Background: an optimization exercise with open tools, aiming at a short achievable clock period and few clock cycles. Do not read the settings as production practice.
Only simulation tests tie the RTL to the original design; equivalence was not proved.
Power and IR drop assume default switching activity.

**flow/run.sh**
```bash
#!/bin/bash
# synth_recipe.tcl (not shown) runs the flow's synth.tcl, then flattens the netlist and writes it again
# the make line also repeats each setting of config.mk as NAME=value (left out here)
make -C /OpenROAD-flow-scripts/flow DESIGN_CONFIG=/design/flow/config.mk WORK_HOME=/design/flow/orfs CLKGATE_MAP_FILE= SYNTH_SCRIPT=/design/flow/synth_recipe.tcl finish
```
**flow/design.v**
```verilog
package cpuPkg;
	localparam int wordWidth = 48;
	localparam int regCount = 32;
	typedef logic [wordWidth-1:0] wordT;
	typedef logic [wordWidth-1:0] instrT;
	typedef logic [4:0] regAddrT;
	typedef logic [3:0] flagsT;
	typedef logic [1:0] aluCmdT;
	typedef logic [3:0] condT;
	localparam int condLsb = 44;
	localparam int opLsb = 41;
	localparam int immSelBit = 40;
	localparam int cmdLsb = 38;
	localparam int setFlagsBit = 37;
	localparam int loadBit = 36;
	localparam int rnLsb = 30;
	localparam int rdLsb = 25;
	localparam int rmLsb = 0;
	localparam int immMsb = 23;
	localparam int flagN = 3;
	localparam int flagZ = 2;
	localparam int flagC = 1;
	localparam int flagV = 0;
	localparam logic [2:0] opData = 3'd0;
	localparam logic [2:0] opMem = 3'd1;
	localparam logic [2:0] opBranch = 3'd2;
	localparam aluCmdT aluAdd = 2'd0;
	localparam aluCmdT aluSub = 2'd1;
	localparam aluCmdT aluAnd = 2'd2;
	localparam aluCmdT aluOrr = 2'd3;
	localparam condT condEq = 4'h0;
	localparam condT condNe = 4'h1;
	localparam condT condMi = 4'h4;
	localparam condT condAl = 4'he;
	localparam logic [1:0] fwdReg = 2'd0;
	localparam logic [1:0] fwdWb = 2'd1;
	localparam logic [1:0] fwdMem = 2'd2;
	localparam instrT nopInstr = {4'hf, 3'b111, 41'd0};
	typedef struct packed {
		logic regWrite;
		logic memWrite;
		logic memToReg;
		logic aluSrc;
		aluCmdT aluCmd;
		logic setFlags;
		logic branch;
		condT cond;
	} ctrlT;
	typedef struct packed {
		ctrlT ctrl;
		wordT rnVal;
		wordT rmVal;
		wordT imm;
		regAddrT ra1;
		regAddrT ra2;
		regAddrT wa3;
		wordT pc;
	} deT;
	typedef struct packed {
		logic regWrite;
		logic memWrite;
		logic memToReg;
		wordT aluOut;
		wordT writeData;
		regAddrT wa3;
	} emT;
	typedef struct packed {
		logic regWrite;
		logic memToReg;
		wordT aluOut;
		wordT readData;
		regAddrT wa3;
	} mwT;
endpackage
`timescale 1ns/10ps
module regFile (
	input logic clk,
	input logic rstN,
	input cpuPkg::regAddrT ra1,
	input cpuPkg::regAddrT ra2,
	output cpuPkg::wordT rd1,
	output cpuPkg::wordT rd2,
	input logic we,
	input cpuPkg::regAddrT wa,
	input cpuPkg::wordT wd
);
	logic [cpuPkg::wordWidth-1:0] regs [0:31];
	always_ff @(posedge clk) begin
		if (!rstN) begin
			for (int i = 0; i < cpuPkg::regCount; i++) begin
				regs[i] <= '0;
			end
		end else if (we) begin
			regs[wa] <= wd;
		end
	end
	assign rd1 = (we && wa == ra1) ? wd : regs[ra1];
	assign rd2 = (we && wa == ra2) ? wd : regs[ra2];
endmodule
`timescale 1ns/10ps
module fetchStage (
	input logic clk,
	input logic rstN,
	input logic stall,
	input logic flushD,
	input logic branchTaken,
	input cpuPkg::wordT branchTarget,
	input cpuPkg::instrT instr,
	output cpuPkg::wordT pcF,
	output cpuPkg::instrT instrD,
	output cpuPkg::wordT pcD
);
	cpuPkg::wordT pcNext;
	assign pcNext = branchTaken ? branchTarget : pcF + cpuPkg::wordT'(4);
	always_ff @(posedge clk) begin
		if (!rstN) begin
			pcF <= '0;
		end else if (branchTaken || !stall) begin
			pcF <= pcNext;
		end
	end
	always_ff @(posedge clk) begin
		if (!rstN || flushD) begin
			instrD <= cpuPkg::nopInstr;
			pcD <= '0;
		end else if (!stall) begin
			instrD <= instr;
			pcD <= pcF;
		end
	end
endmodule
`timescale 1ns/10ps
module pipeControl (
	input logic clk,
	input logic rstN,
	input cpuPkg::instrT instrD,
	input cpuPkg::regAddrT raE1,
	input cpuPkg::regAddrT raE2,
	input logic memToRegE,
	input cpuPkg::regAddrT wa3E,
	input cpuPkg::regAddrT wa3M,
	input cpuPkg::regAddrT wa3W,
	input logic regWriteM,
	input logic regWriteW,
	input logic branchTaken,
	output cpuPkg::ctrlT ctrlD,
	output cpuPkg::wordT immD,
	output cpuPkg::regAddrT ra1D,
	output cpuPkg::regAddrT ra2D,
	output cpuPkg::regAddrT wa3D,
	output logic stall,
	output logic flushD,
	output logic flushE,
	output logic [1:0] forwardA,
	output logic [1:0] forwardB
);
	logic [2:0] op;
	logic isData;
	logic isMem;
	logic isLoad;
	logic useA;
	logic useB;
	logic loadUse;
	function automatic logic [1:0] fwdSel(cpuPkg::regAddrT ra, logic weM, cpuPkg::regAddrT waM,
			logic weW, cpuPkg::regAddrT waW);
		if (weM && waM == ra) begin
			fwdSel = cpuPkg::fwdMem;
		end else if (weW && waW == ra) begin
			fwdSel = cpuPkg::fwdWb;
		end else begin
			fwdSel = cpuPkg::fwdReg;
		end
	endfunction
	assign op = instrD[cpuPkg::opLsb +: 3];
	assign isData = (op == cpuPkg::opData);
	assign isMem = (op == cpuPkg::opMem);
	assign isLoad = isMem && instrD[cpuPkg::loadBit];
	always_comb begin
		ctrlD = '0;
		ctrlD.cond = instrD[cpuPkg::condLsb +: 4];
		if (isData) begin
			ctrlD.regWrite = 1'b1;
			ctrlD.aluSrc = instrD[cpuPkg::immSelBit];
			ctrlD.aluCmd = instrD[cpuPkg::cmdLsb +: 2];
			ctrlD.setFlags = instrD[cpuPkg::setFlagsBit];
		end else if (isMem) begin
			ctrlD.regWrite = isLoad;
			ctrlD.memWrite = !isLoad;
			ctrlD.memToReg = isLoad;
			ctrlD.aluSrc = 1'b1;
			ctrlD.aluCmd = cpuPkg::aluAdd;
		end else if (op == cpuPkg::opBranch) begin
			ctrlD.branch = 1'b1;
		end
	end
	assign immD = {{(cpuPkg::wordWidth - cpuPkg::immMsb - 1){instrD[cpuPkg::immMsb]}}, instrD[cpuPkg::immMsb:0]};
	assign ra1D = instrD[cpuPkg::rnLsb +: 5];
	assign ra2D = isMem ? instrD[cpuPkg::rdLsb +: 5] : instrD[cpuPkg::rmLsb +: 5];
	assign wa3D = instrD[cpuPkg::rdLsb +: 5];
	assign useA = isData || isMem;
	assign useB = (isData && !instrD[cpuPkg::immSelBit]) || (isMem && !isLoad);
	assign loadUse = memToRegE && ((useA && wa3E == ra1D) || (useB && wa3E == ra2D));
	assign stall = loadUse;
	assign flushD = branchTaken;
	assign flushE = loadUse || branchTaken;
	assign forwardA = fwdSel(raE1, regWriteM, wa3M, regWriteW, wa3W);
	assign forwardB = fwdSel(raE2, regWriteM, wa3M, regWriteW, wa3W);
endmodule
`timescale 1ns/10ps
module executeStage (
	input logic clk,
	input logic rstN,
	input logic flushE,
	input cpuPkg::deT deIn,
	input logic [1:0] forwardA,
	input logic [1:0] forwardB,
	input cpuPkg::wordT aluOutM,
	input cpuPkg::wordT resultW,
	output cpuPkg::emT emOut,
	output cpuPkg::regAddrT raE1,
	output cpuPkg::regAddrT raE2,
	output cpuPkg::regAddrT wa3E,
	output logic memToRegE,
	output logic branchTaken,
	output cpuPkg::wordT branchTarget
);
	cpuPkg::deT deE;
	cpuPkg::wordT srcA;
	cpuPkg::wordT srcB;
	cpuPkg::wordT bOp;
	cpuPkg::wordT writeDataE;
	cpuPkg::wordT aluResult;
	logic [cpuPkg::wordWidth:0] sum;
	logic isSub;
	logic isArith;
	cpuPkg::flagsT aluFlags;
	cpuPkg::flagsT flags;
	logic condEx;
	function automatic cpuPkg::wordT fwdMux(logic [1:0] sel, cpuPkg::wordT regVal, cpuPkg::wordT wbVal,
			cpuPkg::wordT memVal);
		case (sel)
			cpuPkg::fwdWb: fwdMux = wbVal;
			cpuPkg::fwdMem: fwdMux = memVal;
			default: fwdMux = regVal;
		endcase
	endfunction
	always_ff @(posedge clk) begin
		if (!rstN || flushE) begin
			deE <= '0;
		end else begin
			deE <= deIn;
		end
	end
	assign srcA = fwdMux(forwardA, deE.rnVal, resultW, aluOutM);
	assign writeDataE = fwdMux(forwardB, deE.rmVal, resultW, aluOutM);
	assign srcB = deE.ctrl.aluSrc ? deE.imm : writeDataE;
	assign isSub = (deE.ctrl.aluCmd == cpuPkg::aluSub);
	assign isArith = isSub || (deE.ctrl.aluCmd == cpuPkg::aluAdd);
	assign bOp = isSub ? ~srcB : srcB;
	assign sum = {1'b0, srcA} + {1'b0, bOp} + {{cpuPkg::wordWidth{1'b0}}, isSub};
	always_comb begin
		case (deE.ctrl.aluCmd)
			cpuPkg::aluAnd: aluResult = srcA & srcB;
			cpuPkg::aluOrr: aluResult = srcA | srcB;
			default: aluResult = sum[cpuPkg::wordWidth-1:0];
		endcase
		aluFlags[cpuPkg::flagN] = aluResult[cpuPkg::wordWidth-1];
		aluFlags[cpuPkg::flagZ] = (aluResult == '0);
		aluFlags[cpuPkg::flagC] = isArith && sum[cpuPkg::wordWidth];
		aluFlags[cpuPkg::flagV] = isArith && (srcA[cpuPkg::wordWidth-1] == bOp[cpuPkg::wordWidth-1])
			&& (aluResult[cpuPkg::wordWidth-1] != srcA[cpuPkg::wordWidth-1]);
	end
	always_comb begin
		case (deE.ctrl.cond)
			cpuPkg::condEq: condEx = flags[cpuPkg::flagZ];
			cpuPkg::condNe: condEx = !flags[cpuPkg::flagZ];
			cpuPkg::condMi: condEx = flags[cpuPkg::flagN];
			cpuPkg::condAl: condEx = 1'b1;
			default: condEx = 1'b0;
		endcase
	end
	always_ff @(posedge clk) begin
		if (!rstN) begin
			flags <= '0;
		end else if (deE.ctrl.setFlags && condEx) begin
			flags <= aluFlags;
		end
	end
	assign branchTaken = deE.ctrl.branch && condEx;
	assign branchTarget = deE.pc + cpuPkg::wordT'(4) + (deE.imm << 2);
	assign emOut.regWrite = deE.ctrl.regWrite && condEx;
	assign emOut.memWrite = deE.ctrl.memWrite && condEx;
	assign emOut.memToReg = deE.ctrl.memToReg;
	assign emOut.aluOut = aluResult;
	assign emOut.writeData = writeDataE;
	assign emOut.wa3 = deE.wa3;
	assign raE1 = deE.ra1;
	assign raE2 = deE.ra2;
	assign wa3E = deE.wa3;
	assign memToRegE = deE.ctrl.memToReg;
endmodule
`timescale 1ns/10ps
module memStage (
	input logic clk,
	input logic rstN,
	input cpuPkg::emT emIn,
	input cpuPkg::wordT readData,
	output logic memWrite,
	output cpuPkg::wordT aluOut,
	output cpuPkg::wordT writeData,
	output logic regWriteM,
	output cpuPkg::regAddrT wa3M,
	output logic regWriteW,
	output cpuPkg::regAddrT wa3W,
	output cpuPkg::wordT resultW
);
	cpuPkg::emT emM;
	cpuPkg::mwT mwW;
	always_ff @(posedge clk) begin
		if (!rstN) begin
			emM <= '0;
			mwW <= '0;
		end else begin
			emM <= emIn;
			mwW.regWrite <= emM.regWrite;
			mwW.memToReg <= emM.memToReg;
			mwW.aluOut <= emM.aluOut;
			mwW.readData <= readData;
			mwW.wa3 <= emM.wa3;
		end
	end
	assign memWrite = emM.memWrite;
	assign aluOut = emM.aluOut;
	assign writeData = emM.writeData;
	assign regWriteM = emM.regWrite;
	assign wa3M = emM.wa3;
	assign regWriteW = mwW.regWrite;
	assign wa3W = mwW.wa3;
	assign resultW = mwW.memToReg ? mwW.readData : mwW.aluOut;
endmodule
`timescale 1ns/10ps
module cpu (
	input logic clk,
	input logic rstN,
	output cpuPkg::wordT pcF,
	input cpuPkg::instrT instr,
	output logic memWrite,
	output cpuPkg::wordT aluOut,
	output cpuPkg::wordT writeData,
	input cpuPkg::wordT readData
);
	cpuPkg::instrT instrD;
	cpuPkg::wordT pcD;
	cpuPkg::ctrlT ctrlD;
	cpuPkg::wordT immD;
	cpuPkg::regAddrT ra1D;
	cpuPkg::regAddrT ra2D;
	cpuPkg::regAddrT wa3D;
	cpuPkg::wordT rd1;
	cpuPkg::wordT rd2;
	cpuPkg::deT deD;
	logic stall;
	logic flushD;
	logic flushE;
	logic [1:0] forwardA;
	logic [1:0] forwardB;
	cpuPkg::regAddrT raE1;
	cpuPkg::regAddrT raE2;
	cpuPkg::regAddrT wa3E;
	logic memToRegE;
	logic branchTaken;
	cpuPkg::wordT branchTarget;
	cpuPkg::emT emE;
	logic regWriteM;
	cpuPkg::regAddrT wa3M;
	logic regWriteW;
	cpuPkg::regAddrT wa3W;
	cpuPkg::wordT resultW;
	assign deD.ctrl = ctrlD;
	assign deD.rnVal = rd1;
	assign deD.rmVal = rd2;
	assign deD.imm = immD;
	assign deD.ra1 = ra1D;
	assign deD.ra2 = ra2D;
	assign deD.wa3 = wa3D;
	assign deD.pc = pcD;
	pipeControl pipeControl_i (
		.clk(clk), .rstN(rstN), .instrD(instrD), .raE1(raE1), .raE2(raE2),
		.memToRegE(memToRegE), .wa3E(wa3E), .wa3M(wa3M), .wa3W(wa3W),
		.regWriteM(regWriteM), .regWriteW(regWriteW), .branchTaken(branchTaken),
		.ctrlD(ctrlD), .immD(immD), .ra1D(ra1D), .ra2D(ra2D), .wa3D(wa3D),
		.stall(stall), .flushD(flushD), .flushE(flushE),
		.forwardA(forwardA), .forwardB(forwardB)
	);
	fetchStage fetchStage_i (
		.clk(clk), .rstN(rstN), .stall(stall), .flushD(flushD),
		.branchTaken(branchTaken), .branchTarget(branchTarget), .instr(instr),
		.pcF(pcF), .instrD(instrD), .pcD(pcD)
	);
	regFile regFile_i (
		.clk(clk), .rstN(rstN), .ra1(ra1D), .ra2(ra2D), .rd1(rd1), .rd2(rd2),
		.we(regWriteW), .wa(wa3W), .wd(resultW)
	);
	executeStage executeStage_i (
		.clk(clk), .rstN(rstN), .flushE(flushE), .deIn(deD),
		.forwardA(forwardA), .forwardB(forwardB), .aluOutM(aluOut), .resultW(resultW),
		.emOut(emE), .raE1(raE1), .raE2(raE2), .wa3E(wa3E), .memToRegE(memToRegE),
		.branchTaken(branchTaken), .branchTarget(branchTarget)
	);
	memStage memStage_i (
		.clk(clk), .rstN(rstN), .emIn(emE), .readData(readData),
		.memWrite(memWrite), .aluOut(aluOut), .writeData(writeData),
		.regWriteM(regWriteM), .wa3M(wa3M), .regWriteW(regWriteW), .wa3W(wa3W),
		.resultW(resultW)
	);
endmodule
```
**flow/config.mk**
```make
export PLATFORM = sky130hd
export DESIGN_NAME = cpu
export DESIGN_NICKNAME = cpu
export VERILOG_FILES = /design/flow/design.v
export SDC_FILE = /design/flow/constraint.sdc
export NUM_CORES = 4
export LEC_CHECK = 0
export CAP_MARGIN = 20
export CORE_MARGIN = 2
export CORE_UTILIZATION = 40
export SLEW_MARGIN = 20
```
**flow/constraint.sdc**
```tcl
create_clock -name core_clock -period 7.0 [get_ports {clk}]
set_input_delay 1.4000 -clock core_clock [delete_from_list [all_inputs] [get_ports {clk}]]
set_output_delay 1.4000 -clock core_clock [all_outputs]
set_load 0.01 [all_outputs]
```
==> reports/qor.yml <==
outcome: "complete, no violations"
synth_edf_count: 1536
r2r-start: "memStage_i.mwW[0]"
p_clk_frac: 0.393
htreeDepth: 4
initial_utilization: 0.401
combPwrFrac: 0.135
reg2reg_to: "executeStage_i.flags[2]"
drv_slew: 0
required_ns: 7.84
hold_depth: 2
avgSynthCellArea_um2: 10.3
cts-buffers-inserted: 222
drc: 0
grt_use_total: 0.291
cp_max_fo: 27
netlist_instances: 10558
critPathLaunchType: "flip-flop"
peakVddDrop_v: 0.000190
drt.antenna.violating_nets: 0
setup_ws_ns: 0.477
period_share: 0.932
cts_root_buf: "clkbuf_16"
clockBufferDepth: 4
area_growth_pct: 12.4
final_net_count: 10454
routabilityCongestion: 0.932
grt_antenna_before_repair: 13
leakagePower_nw: 42.7
post_cts_buffers: 0
clk_pin_slew_ns: 0.06
grt_max_degree: 153
min_period_ns: 6.52
die_w_um: 525
setup_tns_ns: 0
nFillCells: 24726
hold_end: "fetchStage_i.pcD[41]"
seq_area_frac_synth: 0.526
seq_area_mm2: 0.0571
pwr-share-seq: 0.472
ys.flop_type: "edfxtp_1"
worstMarginPinSlew_ns: 1.37
clkSinkCount: 2082
grt_pass1_vias: 84973
num_vias: 88181
synth.cell_area_mm2: 0.108
skew_ns: 0.107
rsz0062_at_grt: "no"
yosysUniqueCellTypes: 86
routed_wl_um: 415000
hold_violations: 0
power.total_mw: 29.8
overflow: 0
dp_hpwl_um: 243000
layout-drive-gt1-share: 0.123
io_pins: 243
synth_fp_nets: 10794
dp_slack_ns: 0.503
hp-start: "fetchStage_i.pcD[41]"
multi_input_area_mm2: 0.0480
dr.pass1.iters: 6
cp.arrival_ns: 7.37
reg2reg_setup_slack_ns: 0.48
die_area_mm2: 0.275
cap_viol_max_count: 0
hold_buffers: 0
core_mm2: 0.270
rows: 191
crit_type: "flip-flop to flip-flop"
post_drt_wl_per_cell_um: 29.7
endpoint_kind: "flip-flop"
power_density_mw_per_mm2: 245
port_buffers: 240
relSlewSlack: 0.0797
ys_ff_latch: 2082
hp-class: "flip-flop to flip-flop"
routed_via_density: 6.32
tritoncts: "built"
synth_warnings: 5
drt_iter0_markers: 13117
switchingPower_mw: 8.08
hold_ws_ns: 0.446
die_h_um: 525
p_sw_frac: 0.271
max_freq_mhz: 153
cts_resized: 0
setup_viol: 0
clock_latency_ns: 0.94
grt_pass1_wl_um: 591000
internal_power_mw: 21.7
async_reset_ff_frac: 0
reg2regPathDepth: 22
==> synth_stat cells (104+ instances only) <==
master,number,area [µm²]
a211oi_1,290,2180
a21oi_1,318,1590
a311oi_1,294,2570
a31oi_1,123,769
and2_1,184,1150
and3_1,343,2150
buf_1,104,390
clkbuf_1,853,3200
dfxtp_1,546,10900
edfxtp_1,1536,46100
ha_1,136,1700
mux4_2,480,10800
nand2_1,1993,7480
nand3_1,502,2510
nor2_1,1696,6370
o21ai_0,169,846
==> layout by cell type (no fill, tap or decap), drive strengths merged, types with 15 or more instances in the layout <==
| master | n |
|---|---|
| mux4 | 480 |
| a311oi | 294 |
| a211oi | 290 |
| nand4 | 37 |
| a31oi | 123 |
| or3 | 19 |
| nand2 | 1993 |
| a21o | 65 |
| o21bai | 17 |
| nor2 | 1696 |
| edfxtp | 1536 |
| ha | 136 |
| o21ai | 174 |
| buf | 287 |
| nand2b | 26 |
| clkinv | 67 |
| nand3 | 502 |
| clkbuf | 303 |
| nor3 | 35 |
| o21a | 29 |
| inv | 54 |
| o31ai | 46 |
| nor2b | 63 |
| a21oi | 318 |
| xor2 | 98 |
| clkdlybuf4s50 | 239 |
| and3 | 343 |
| and2 | 185 |
| o211ai | 15 |
| maj3 | 27 |
| mux2i | 66 |
| dfxtp | 546 |
| xnor2 | 95 |
==> power by group through the flow <==
stage / Combinational [mW] / Sequential [mW] / Clock, mW
after detailed placement: 3.89 / 14.3 / 0
after floorplan: 2.46 / 14.1 / 0
final: 4.02 / 14.1 / 11.7
after global placement: 3.84 / 14.3 / 0
after CTS: 3.90 / 14.1 / 11.8
after global routing: 4.21 / 14.1 / 12.2
==> how the worst max path moves through the flow <==
| stage | slack, ns | endpoint | cells past startpoint | from |
|---|---|---|---|---|
| 2_1_floorplan | 1.12 | executeStage_i.flags[2] | 26 | memStage_i.mwW[101] |
| 3_3_place_gp | 0.44 | executeStage_i.flags[2] | 22 | memStage_i.mwW[0] |
| 6_report | 0.48 | executeStage_i.flags[2] | 22 | memStage_i.mwW[0] |
| 4_1_cts | 0.50 | executeStage_i.flags[2] | 22 | memStage_i.mwW[0] |
| 3_5_place_dp | 0.50 | executeStage_i.flags[2] | 22 | memStage_i.mwW[0] |
| 5_1_grt | 0.04 | executeStage_i.flags[2] | 23 | memStage_i.mwW[0] |
==> metal layers <==
layer / global-route usage / share of wire / routed length [µm]
met1: 0.374 / 0.37 / 153000
met2: 0.448 / 0.44 / 184000
met3: 0.0821 / 0.13 / 55400
met4: 0.146 / 0.056 / 23300
met5: 0 / 0.00017 / 72
==> worst max-delay path: stages, from the launching register on <==
cell and delay, ns:
dfxtp_1 0.56, xor2_1 0.17, nor4_4 0.34, buf_12 0.21, and2_2 0.44, o21ai_0 0.18
o21ai_0 0.41, ha_1 0.46, a21oi_1 0.28, o21ai_0 0.18, o41ai_1 0.34, o211ai_1 0.17
o211ai_1 0.45, a21oi_1 0.21, or3_1 0.36, a311oi_1 0.34, nand4_1 0.12, or4_1 0.40
nor4_1 0.26, buf_4 0.18, nand4_1 0.11, nor4_2 0.16, a31o_1 0.16
==> kinds of logic after synthesis <==
| group | share of synthesized area |
|---|---|
| AOI/OAI and AO/OA | 0.0934 |
| DFF | 0.526 |
| and+or+nand+nor | 0.196 |
| xor gates and xnor gates | 0.0156 |
| muxes | 0.107 |
| buffers and inverters | 0.0434 |
| adders and majority gates | 0.0186 |
==> through the flow <==
stage	cells	util	instance area, µm²
after floorplan	10558	-	108000
after CTS	13957	0.450	122000
final	13961	0.451	122000
after global placement	13561	0.424	115000
after detailed placement	13563	0.424	115000
after global routing	13959	0.451	122000
==> layout make-up <==
type / count / area share
Antenna cell: 3 / 0.0000616
Clock buffer: 302 / 0.0509
Clock inverter: 92 / 0.00666
Inverter: 48 / 0.00148
Multi-Input combinational cell: 7337 / 0.394
Sequential cell: 2082 / 0.468
Tap cell: 3570 / 0.0367
Timing Repair Buffer: 527 / 0.0414
==> registers in the layout, indices dropped and copies added, names as in the netlist <==
| signal | flops |
|---|---|
| memStage_i.mwW | 103 |
| executeStage_i.flags | 2 |
| memStage_i.emM | 104 |
| fetchStage_i.pcD | 48 |
| executeStage_i.deE | 195 |
| fetchStage_i.instrD | 46 |
| regFile_i.regs | 1536 |
| fetchStage_i.pcF | 48 |
Testbench counts, summed over its fixed seeds: cycles 135,889.

## port drivers added, routing unchanged
Ports are ideal in the flow. The routed layout listed here was re-timed in OpenROAD. Step 1 (the two cells are an assumption about what drives the block):
set clk [get_ports {clk}]
set_driving_cell -lib_cell sky130_fd_sc_hd__clkbuf_16 $clk
set_driving_cell -lib_cell sky130_fd_sc_hd__buf_2 [delete_from_list [all_inputs] $clk]
Step 2 moves the port delays by t, midway between the first and last clock arrival at a register: inputs arrive t later, outputs are due t later. That takes back most of the time a late clock gives input paths. Slacks: no drivers / after step 1 / after step 2; pairs: no drivers / after step 1.
shift t [ns]: 0.986
setup WS [ns]: 0.477 / 0.477 / 0.477
hold slack, ns: 0.446 / 0.446 / 0.446
clock arrival spread, ns: 0.107 / 0.107
worst data-port slew with drivers (ns): 0.09
After both steps setup and hold are still met in this run. The setup slack of this run moves by 0.000 ns with the drivers and by 0.000 ns with both steps.
